This design comes from an exercise in tuning for small area, a short achievable clock period and few clock cycles per item on the open sky130 flow, not from production work. RTL that was checked went through simulation tests only; none was proved equivalent to the original.

==> build 51 <==
// pipelined_alu
module pipelined_alu #(
   parameter int WIDTH   = 32,
   parameter int LATENCY = 2,
   parameter int TAG_W   = 8
) (
   input  logic             clk,
   input  logic             reset,
   input  logic             in_valid,
   output logic             in_ready,
   input  logic [WIDTH-1:0] op_a,
   input  logic [WIDTH-1:0] op_b,
   input  logic [3:0]       opcode,
   input  logic [TAG_W-1:0] in_tag,
   output logic             out_valid,
   input  logic             out_ready,
   output logic [WIDTH-1:0] result,
   output logic [TAG_W-1:0] out_tag,
   output logic             flag_z,
   output logic             flag_c,
   output logic             flag_v,
   output logic             err,
   output logic             busy
);
clock: 10.0 ns
lec_check: 0
cap_margin: 20
core_margin: 2
core_utilization: 40
setup_slack_margin: 5
slew_margin: 20
run.sh (not shown) runs the stock make flow with config.mk's settings and CLKGATE_MAP_FILE= SYNTH_SCRIPT=/design/flow/synth_recipe.tcl, a recipe that flattens the netlist after the stock synthesis.
==> trial 17 (differences from build 51) <==
--- a/flow/design.v
+++ b/flow/design.v
@@ -50,30 +50,17 @@
          ma0[i]  = rsh ? op_a[31-i] : op_a[i];
          ohot[i] = op_b[4:0] == 5'(i);
       end
    end
    assign bm0 = ({32{is_mul}} & op_b) | ({32{is_sh}} & ohot) | ({32{use_ab0}} & (op_b ^ {32{sub_m}}));
-   logic [15:0] one0, two0, neg0;
-   always_comb begin
-      for (int j = 0; j < 16; j++) begin
-         logic b0, b1, b2;
-         b0 = (j == 0) ? 1'b0 : bm0[2*j-1];
-         b1 = bm0[2*j];
-         b2 = bm0[2*j+1];
-         one0[j] = b1 ^ b0;
-         two0[j] = (b2 & !b1 & !b0) | (!b2 & b1 & b0);
-         neg0[j] = b2;
-      end
-   end
-   logic [31:0] ma;
-   logic [15:0] d_one, d_two, d_neg;
+   logic [31:0] ma, bm;
    logic [4:0]  sh1;
    logic [7:0]  tag1;
    logic use_ab1, cin1, s_sum1, s_rev1, s_g1, s_p1, s_slt1, s_sltu1, s_fl1, fill1, e1;
    always_ff @(posedge clk) begin
       if (adv) begin
-         ma <= ma0; d_one <= one0; d_two <= two0; d_neg <= neg0; sh1 <= op_b[4:0]; tag1 <= in_tag;
+         ma <= ma0; bm <= bm0; sh1 <= op_b[4:0]; tag1 <= in_tag;
          use_ab1 <= use_ab0;
          cin1 <= sub_m;
          s_sum1 <= is_add | is_sub | is_mul | is_shl;
          s_rev1 <= rsh;
          s_g1 <= is_and | is_or;
@@ -83,20 +70,14 @@
          s_fl1 <= is_add | is_sub;
          fill1 <= is_sra & op_a[31];
          e1 <= is_ill;
       end
    end
-   logic [31:0] bm;
-   always_comb begin
-      for (int j = 0; j < 16; j++) begin
-         bm[2*j+1] = d_neg[j];
-         bm[2*j]   = d_one[j] ^ ((j == 0) ? 1'b0 : d_neg[j-1]);
-      end
-   end
-   wire bo0 = d_one[0];
-   wire bt0 = d_two[0];
-   wire bn0 = d_neg[0];
+   wire [31:0] mb = bm;
+   wire bo0 = mb[0] ^ 1'b0;
+   wire bt0 = (mb[1] & ~mb[0] & ~1'b0) | (~mb[1] & mb[0] & 1'b0);
+   wire bn0 = mb[1] & ~(mb[0] & 1'b0);
    wire pp0_0 = (bo0 & ma[0]) ^ bn0;
    wire pp0_1 = ((bo0 & ma[1]) | (bt0 & ma[0])) ^ bn0;
    wire pp0_2 = ((bo0 & ma[2]) | (bt0 & ma[1])) ^ bn0;
    wire pp0_3 = ((bo0 & ma[3]) | (bt0 & ma[2])) ^ bn0;
    wire pp0_4 = ((bo0 & ma[4]) | (bt0 & ma[3])) ^ bn0;
@@ -125,13 +106,13 @@
    wire pp0_27 = ((bo0 & ma[27]) | (bt0 & ma[26])) ^ bn0;
    wire pp0_28 = ((bo0 & ma[28]) | (bt0 & ma[27])) ^ bn0;
    wire pp0_29 = ((bo0 & ma[29]) | (bt0 & ma[28])) ^ bn0;
    wire pp0_30 = ((bo0 & ma[30]) | (bt0 & ma[29])) ^ bn0;
    wire pp0_31 = ((bo0 & ma[31]) | (bt0 & ma[30])) ^ bn0;
-   wire bo1 = d_one[1];
-   wire bt1 = d_two[1];
-   wire bn1 = d_neg[1];
+   wire bo1 = mb[2] ^ mb[1];
+   wire bt1 = (mb[3] & ~mb[2] & ~mb[1]) | (~mb[3] & mb[2] & mb[1]);
+   wire bn1 = mb[3] & ~(mb[2] & mb[1]);
    wire pp1_2 = (bo1 & ma[0]) ^ bn1;
    wire pp1_3 = ((bo1 & ma[1]) | (bt1 & ma[0])) ^ bn1;
    wire pp1_4 = ((bo1 & ma[2]) | (bt1 & ma[1])) ^ bn1;
    wire pp1_5 = ((bo1 & ma[3]) | (bt1 & ma[2])) ^ bn1;
    wire pp1_6 = ((bo1 & ma[4]) | (bt1 & ma[3])) ^ bn1;
@@ -158,13 +139,13 @@
    wire pp1_27 = ((bo1 & ma[25]) | (bt1 & ma[24])) ^ bn1;
    wire pp1_28 = ((bo1 & ma[26]) | (bt1 & ma[25])) ^ bn1;
    wire pp1_29 = ((bo1 & ma[27]) | (bt1 & ma[26])) ^ bn1;
    wire pp1_30 = ((bo1 & ma[28]) | (bt1 & ma[27])) ^ bn1;
    wire pp1_31 = ((bo1 & ma[29]) | (bt1 & ma[28])) ^ bn1;
-   wire bo2 = d_one[2];
-   wire bt2 = d_two[2];
-   wire bn2 = d_neg[2];
+   wire bo2 = mb[4] ^ mb[3];
+   wire bt2 = (mb[5] & ~mb[4] & ~mb[3]) | (~mb[5] & mb[4] & mb[3]);
+   wire bn2 = mb[5] & ~(mb[4] & mb[3]);
    wire pp2_4 = (bo2 & ma[0]) ^ bn2;
    wire pp2_5 = ((bo2 & ma[1]) | (bt2 & ma[0])) ^ bn2;
    wire pp2_6 = ((bo2 & ma[2]) | (bt2 & ma[1])) ^ bn2;
    wire pp2_7 = ((bo2 & ma[3]) | (bt2 & ma[2])) ^ bn2;
    wire pp2_8 = ((bo2 & ma[4]) | (bt2 & ma[3])) ^ bn2;
@@ -189,13 +170,13 @@
    wire pp2_27 = ((bo2 & ma[23]) | (bt2 & ma[22])) ^ bn2;
    wire pp2_28 = ((bo2 & ma[24]) | (bt2 & ma[23])) ^ bn2;
    wire pp2_29 = ((bo2 & ma[25]) | (bt2 & ma[24])) ^ bn2;
    wire pp2_30 = ((bo2 & ma[26]) | (bt2 & ma[25])) ^ bn2;
    wire pp2_31 = ((bo2 & ma[27]) | (bt2 & ma[26])) ^ bn2;
-   wire bo3 = d_one[3];
-   wire bt3 = d_two[3];
-   wire bn3 = d_neg[3];
+   wire bo3 = mb[6] ^ mb[5];
+   wire bt3 = (mb[7] & ~mb[6] & ~mb[5]) | (~mb[7] & mb[6] & mb[5]);
+   wire bn3 = mb[7] & ~(mb[6] & mb[5]);
    wire pp3_6 = (bo3 & ma[0]) ^ bn3;
    wire pp3_7 = ((bo3 & ma[1]) | (bt3 & ma[0])) ^ bn3;
    wire pp3_8 = ((bo3 & ma[2]) | (bt3 & ma[1])) ^ bn3;
    wire pp3_9 = ((bo3 & ma[3]) | (bt3 & ma[2])) ^ bn3;
    wire pp3_10 = ((bo3 & ma[4]) | (bt3 & ma[3])) ^ bn3;
@@ -218,13 +199,13 @@
    wire pp3_27 = ((bo3 & ma[21]) | (bt3 & ma[20])) ^ bn3;
    wire pp3_28 = ((bo3 & ma[22]) | (bt3 & ma[21])) ^ bn3;
    wire pp3_29 = ((bo3 & ma[23]) | (bt3 & ma[22])) ^ bn3;
    wire pp3_30 = ((bo3 & ma[24]) | (bt3 & ma[23])) ^ bn3;
    wire pp3_31 = ((bo3 & ma[25]) | (bt3 & ma[24])) ^ bn3;
-   wire bo4 = d_one[4];
-   wire bt4 = d_two[4];
-   wire bn4 = d_neg[4];
+   wire bo4 = mb[8] ^ mb[7];
+   wire bt4 = (mb[9] & ~mb[8] & ~mb[7]) | (~mb[9] & mb[8] & mb[7]);
+   wire bn4 = mb[9] & ~(mb[8] & mb[7]);
    wire pp4_8 = (bo4 & ma[0]) ^ bn4;
    wire pp4_9 = ((bo4 & ma[1]) | (bt4 & ma[0])) ^ bn4;
    wire pp4_10 = ((bo4 & ma[2]) | (bt4 & ma[1])) ^ bn4;
    wire pp4_11 = ((bo4 & ma[3]) | (bt4 & ma[2])) ^ bn4;
    wire pp4_12 = ((bo4 & ma[4]) | (bt4 & ma[3])) ^ bn4;
@@ -245,13 +226,13 @@
    wire pp4_27 = ((bo4 & ma[19]) | (bt4 & ma[18])) ^ bn4;
    wire pp4_28 = ((bo4 & ma[20]) | (bt4 & ma[19])) ^ bn4;
    wire pp4_29 = ((bo4 & ma[21]) | (bt4 & ma[20])) ^ bn4;
    wire pp4_30 = ((bo4 & ma[22]) | (bt4 & ma[21])) ^ bn4;
    wire pp4_31 = ((bo4 & ma[23]) | (bt4 & ma[22])) ^ bn4;
-   wire bo5 = d_one[5];
-   wire bt5 = d_two[5];
-   wire bn5 = d_neg[5];
+   wire bo5 = mb[10] ^ mb[9];
+   wire bt5 = (mb[11] & ~mb[10] & ~mb[9]) | (~mb[11] & mb[10] & mb[9]);
+   wire bn5 = mb[11] & ~(mb[10] & mb[9]);
    wire pp5_10 = (bo5 & ma[0]) ^ bn5;
    wire pp5_11 = ((bo5 & ma[1]) | (bt5 & ma[0])) ^ bn5;
    wire pp5_12 = ((bo5 & ma[2]) | (bt5 & ma[1])) ^ bn5;
    wire pp5_13 = ((bo5 & ma[3]) | (bt5 & ma[2])) ^ bn5;
    wire pp5_14 = ((bo5 & ma[4]) | (bt5 & ma[3])) ^ bn5;
@@ -270,13 +251,13 @@
    wire pp5_27 = ((bo5 & ma[17]) | (bt5 & ma[16])) ^ bn5;
    wire pp5_28 = ((bo5 & ma[18]) | (bt5 & ma[17])) ^ bn5;
    wire pp5_29 = ((bo5 & ma[19]) | (bt5 & ma[18])) ^ bn5;
    wire pp5_30 = ((bo5 & ma[20]) | (bt5 & ma[19])) ^ bn5;
    wire pp5_31 = ((bo5 & ma[21]) | (bt5 & ma[20])) ^ bn5;
-   wire bo6 = d_one[6];
-   wire bt6 = d_two[6];
-   wire bn6 = d_neg[6];
+   wire bo6 = mb[12] ^ mb[11];
+   wire bt6 = (mb[13] & ~mb[12] & ~mb[11]) | (~mb[13] & mb[12] & mb[11]);
+   wire bn6 = mb[13] & ~(mb[12] & mb[11]);
    wire pp6_12 = (bo6 & ma[0]) ^ bn6;
    wire pp6_13 = ((bo6 & ma[1]) | (bt6 & ma[0])) ^ bn6;
    wire pp6_14 = ((bo6 & ma[2]) | (bt6 & ma[1])) ^ bn6;
    wire pp6_15 = ((bo6 & ma[3]) | (bt6 & ma[2])) ^ bn6;
    wire pp6_16 = ((bo6 & ma[4]) | (bt6 & ma[3])) ^ bn6;
@@ -293,13 +274,13 @@
    wire pp6_27 = ((bo6 & ma[15]) | (bt6 & ma[14])) ^ bn6;
    wire pp6_28 = ((bo6 & ma[16]) | (bt6 & ma[15])) ^ bn6;
    wire pp6_29 = ((bo6 & ma[17]) | (bt6 & ma[16])) ^ bn6;
    wire pp6_30 = ((bo6 & ma[18]) | (bt6 & ma[17])) ^ bn6;
    wire pp6_31 = ((bo6 & ma[19]) | (bt6 & ma[18])) ^ bn6;
-   wire bo7 = d_one[7];
-   wire bt7 = d_two[7];
-   wire bn7 = d_neg[7];
+   wire bo7 = mb[14] ^ mb[13];
+   wire bt7 = (mb[15] & ~mb[14] & ~mb[13]) | (~mb[15] & mb[14] & mb[13]);
+   wire bn7 = mb[15] & ~(mb[14] & mb[13]);
    wire pp7_14 = (bo7 & ma[0]) ^ bn7;
    wire pp7_15 = ((bo7 & ma[1]) | (bt7 & ma[0])) ^ bn7;
    wire pp7_16 = ((bo7 & ma[2]) | (bt7 & ma[1])) ^ bn7;
    wire pp7_17 = ((bo7 & ma[3]) | (bt7 & ma[2])) ^ bn7;
    wire pp7_18 = ((bo7 & ma[4]) | (bt7 & ma[3])) ^ bn7;
@@ -314,13 +295,13 @@
    wire pp7_27 = ((bo7 & ma[13]) | (bt7 & ma[12])) ^ bn7;
    wire pp7_28 = ((bo7 & ma[14]) | (bt7 & ma[13])) ^ bn7;
    wire pp7_29 = ((bo7 & ma[15]) | (bt7 & ma[14])) ^ bn7;
    wire pp7_30 = ((bo7 & ma[16]) | (bt7 & ma[15])) ^ bn7;
    wire pp7_31 = ((bo7 & ma[17]) | (bt7 & ma[16])) ^ bn7;
-   wire bo8 = d_one[8];
-   wire bt8 = d_two[8];
-   wire bn8 = d_neg[8];
+   wire bo8 = mb[16] ^ mb[15];
+   wire bt8 = (mb[17] & ~mb[16] & ~mb[15]) | (~mb[17] & mb[16] & mb[15]);
+   wire bn8 = mb[17] & ~(mb[16] & mb[15]);
    wire pp8_16 = (bo8 & ma[0]) ^ bn8;
    wire pp8_17 = ((bo8 & ma[1]) | (bt8 & ma[0])) ^ bn8;
    wire pp8_18 = ((bo8 & ma[2]) | (bt8 & ma[1])) ^ bn8;
    wire pp8_19 = ((bo8 & ma[3]) | (bt8 & ma[2])) ^ bn8;
    wire pp8_20 = ((bo8 & ma[4]) | (bt8 & ma[3])) ^ bn8;
@@ -333,13 +314,13 @@
    wire pp8_27 = ((bo8 & ma[11]) | (bt8 & ma[10])) ^ bn8;
    wire pp8_28 = ((bo8 & ma[12]) | (bt8 & ma[11])) ^ bn8;
    wire pp8_29 = ((bo8 & ma[13]) | (bt8 & ma[12])) ^ bn8;
    wire pp8_30 = ((bo8 & ma[14]) | (bt8 & ma[13])) ^ bn8;
    wire pp8_31 = ((bo8 & ma[15]) | (bt8 & ma[14])) ^ bn8;
-   wire bo9 = d_one[9];
-   wire bt9 = d_two[9];
-   wire bn9 = d_neg[9];
+   wire bo9 = mb[18] ^ mb[17];
+   wire bt9 = (mb[19] & ~mb[18] & ~mb[17]) | (~mb[19] & mb[18] & mb[17]);
+   wire bn9 = mb[19] & ~(mb[18] & mb[17]);
    wire pp9_18 = (bo9 & ma[0]) ^ bn9;
    wire pp9_19 = ((bo9 & ma[1]) | (bt9 & ma[0])) ^ bn9;
    wire pp9_20 = ((bo9 & ma[2]) | (bt9 & ma[1])) ^ bn9;
    wire pp9_21 = ((bo9 & ma[3]) | (bt9 & ma[2])) ^ bn9;
    wire pp9_22 = ((bo9 & ma[4]) | (bt9 & ma[3])) ^ bn9;
@@ -350,13 +331,13 @@
    wire pp9_27 = ((bo9 & ma[9]) | (bt9 & ma[8])) ^ bn9;
    wire pp9_28 = ((bo9 & ma[10]) | (bt9 & ma[9])) ^ bn9;
    wire pp9_29 = ((bo9 & ma[11]) | (bt9 & ma[10])) ^ bn9;
    wire pp9_30 = ((bo9 & ma[12]) | (bt9 & ma[11])) ^ bn9;
    wire pp9_31 = ((bo9 & ma[13]) | (bt9 & ma[12])) ^ bn9;
-   wire bo10 = d_one[10];
-   wire bt10 = d_two[10];
-   wire bn10 = d_neg[10];
+   wire bo10 = mb[20] ^ mb[19];
+   wire bt10 = (mb[21] & ~mb[20] & ~mb[19]) | (~mb[21] & mb[20] & mb[19]);
+   wire bn10 = mb[21] & ~(mb[20] & mb[19]);
    wire pp10_20 = (bo10 & ma[0]) ^ bn10;
    wire pp10_21 = ((bo10 & ma[1]) | (bt10 & ma[0])) ^ bn10;
    wire pp10_22 = ((bo10 & ma[2]) | (bt10 & ma[1])) ^ bn10;
    wire pp10_23 = ((bo10 & ma[3]) | (bt10 & ma[2])) ^ bn10;
    wire pp10_24 = ((bo10 & ma[4]) | (bt10 & ma[3])) ^ bn10;
@@ -365,53 +346,53 @@
    wire pp10_27 = ((bo10 & ma[7]) | (bt10 & ma[6])) ^ bn10;
    wire pp10_28 = ((bo10 & ma[8]) | (bt10 & ma[7])) ^ bn10;
    wire pp10_29 = ((bo10 & ma[9]) | (bt10 & ma[8])) ^ bn10;
    wire pp10_30 = ((bo10 & ma[10]) | (bt10 & ma[9])) ^ bn10;
    wire pp10_31 = ((bo10 & ma[11]) | (bt10 & ma[10])) ^ bn10;
-   wire bo11 = d_one[11];
-   wire bt11 = d_two[11];
-   wire bn11 = d_neg[11];
+   wire bo11 = mb[22] ^ mb[21];
+   wire bt11 = (mb[23] & ~mb[22] & ~mb[21]) | (~mb[23] & mb[22] & mb[21]);
+   wire bn11 = mb[23] & ~(mb[22] & mb[21]);
    wire pp11_22 = (bo11 & ma[0]) ^ bn11;
    wire pp11_23 = ((bo11 & ma[1]) | (bt11 & ma[0])) ^ bn11;
    wire pp11_24 = ((bo11 & ma[2]) | (bt11 & ma[1])) ^ bn11;
    wire pp11_25 = ((bo11 & ma[3]) | (bt11 & ma[2])) ^ bn11;
    wire pp11_26 = ((bo11 & ma[4]) | (bt11 & ma[3])) ^ bn11;
    wire pp11_27 = ((bo11 & ma[5]) | (bt11 & ma[4])) ^ bn11;
    wire pp11_28 = ((bo11 & ma[6]) | (bt11 & ma[5])) ^ bn11;
    wire pp11_29 = ((bo11 & ma[7]) | (bt11 & ma[6])) ^ bn11;
    wire pp11_30 = ((bo11 & ma[8]) | (bt11 & ma[7])) ^ bn11;
    wire pp11_31 = ((bo11 & ma[9]) | (bt11 & ma[8])) ^ bn11;
-   wire bo12 = d_one[12];
-   wire bt12 = d_two[12];
-   wire bn12 = d_neg[12];
+   wire bo12 = mb[24] ^ mb[23];
+   wire bt12 = (mb[25] & ~mb[24] & ~mb[23]) | (~mb[25] & mb[24] & mb[23]);
+   wire bn12 = mb[25] & ~(mb[24] & mb[23]);
    wire pp12_24 = (bo12 & ma[0]) ^ bn12;
    wire pp12_25 = ((bo12 & ma[1]) | (bt12 & ma[0])) ^ bn12;
    wire pp12_26 = ((bo12 & ma[2]) | (bt12 & ma[1])) ^ bn12;
    wire pp12_27 = ((bo12 & ma[3]) | (bt12 & ma[2])) ^ bn12;
    wire pp12_28 = ((bo12 & ma[4]) | (bt12 & ma[3])) ^ bn12;
    wire pp12_29 = ((bo12 & ma[5]) | (bt12 & ma[4])) ^ bn12;
    wire pp12_30 = ((bo12 & ma[6]) | (bt12 & ma[5])) ^ bn12;
    wire pp12_31 = ((bo12 & ma[7]) | (bt12 & ma[6])) ^ bn12;
-   wire bo13 = d_one[13];
-   wire bt13 = d_two[13];
-   wire bn13 = d_neg[13];
+   wire bo13 = mb[26] ^ mb[25];
+   wire bt13 = (mb[27] & ~mb[26] & ~mb[25]) | (~mb[27] & mb[26] & mb[25]);
+   wire bn13 = mb[27] & ~(mb[26] & mb[25]);
    wire pp13_26 = (bo13 & ma[0]) ^ bn13;
    wire pp13_27 = ((bo13 & ma[1]) | (bt13 & ma[0])) ^ bn13;
    wire pp13_28 = ((bo13 & ma[2]) | (bt13 & ma[1])) ^ bn13;
    wire pp13_29 = ((bo13 & ma[3]) | (bt13 & ma[2])) ^ bn13;
    wire pp13_30 = ((bo13 & ma[4]) | (bt13 & ma[3])) ^ bn13;
    wire pp13_31 = ((bo13 & ma[5]) | (bt13 & ma[4])) ^ bn13;
-   wire bo14 = d_one[14];
-   wire bt14 = d_two[14];
-   wire bn14 = d_neg[14];
+   wire bo14 = mb[28] ^ mb[27];
+   wire bt14 = (mb[29] & ~mb[28] & ~mb[27]) | (~mb[29] & mb[28] & mb[27]);
+   wire bn14 = mb[29] & ~(mb[28] & mb[27]);
    wire pp14_28 = (bo14 & ma[0]) ^ bn14;
    wire pp14_29 = ((bo14 & ma[1]) | (bt14 & ma[0])) ^ bn14;
    wire pp14_30 = ((bo14 & ma[2]) | (bt14 & ma[1])) ^ bn14;
    wire pp14_31 = ((bo14 & ma[3]) | (bt14 & ma[2])) ^ bn14;
-   wire bo15 = d_one[15];
-   wire bt15 = d_two[15];
-   wire bn15 = d_neg[15];
+   wire bo15 = mb[30] ^ mb[29];
+   wire bt15 = (mb[31] & ~mb[30] & ~mb[29]) | (~mb[31] & mb[30] & mb[29]);
+   wire bn15 = mb[31] & ~(mb[30] & mb[29]);
    wire pp15_30 = (bo15 & ma[0]) ^ bn15;
    wire pp15_31 = ((bo15 & ma[1]) | (bt15 & ma[0])) ^ bn15;
    wire fa1_s = pp0_24 ^ pp1_24;
    wire fa1_c = pp0_24 & pp1_24;
    wire fa2_s = pp0_25 ^ pp1_25;
==> run notes <==
- Between trial 17 and build 51, the lower final area is in build 51 (gap 0.63%, measured against build 51).
- In build 51 the synthesized cell count is lower than in trial 17, by 1.3%.
- Between build 51 and trial 17, the lower non-clock buffer count is in build 51 (gap 26).
- Of trial 17 and build 51, trial 17 has the higher first-iteration DRC count (gap about 18%, measured against build 51).
- In count of clock-buffer cells in the layout, build 51 and trial 17 do not differ.
- Of build 51 and trial 17, build 51 has the higher register-to-register slack (gap 0.25 ns).
- Critical path depth: build 51 is higher than trial 17 (2).
- Of build 51 and trial 17, build 51 has the higher worst setup slack (gap 0.18 ns).
- In trial 17 the routed wire length is higher than in build 51, by 5.3%.
Testbench counts of trial 17, summed over its fixed seeds: cycles 16,016, items 16,000.
Function not checked in build 51: the RTL went through the layout flow alone.

## static timing again, ports no longer ideal
No port has a modelled driver above. Below, the same layouts with a new extraction and two added sets of constraints. Step 1: set_driving_cell puts a clkbuf_16 on clk and a buf_2 on each other input, an assumption about the parent block. Step 2 moves the port delays by t, midway between the first and last clock arrival at a register: inputs arrive t later, outputs are due t later. That takes back most of the time a late clock gives input paths. a / b / c = no drivers / after step 1 / after step 2; a / b = the first two.
run | t, ns | slack for setup (ns) | worst hold slack (ns) | worst setup path after step 2 | worst slew at a driven data input, ns
build 51 | 0.526 | 4.629 / 4.571 / 5.071 | 0.416 / 0.416 / 0.416 | input to register | 0.04
trial 17 | 0.508 | 4.448 / 4.392 / 4.881 | 0.421 / 0.421 / 0.421 | input to register | 0.05
After both steps setup and hold are still met in every run listed.
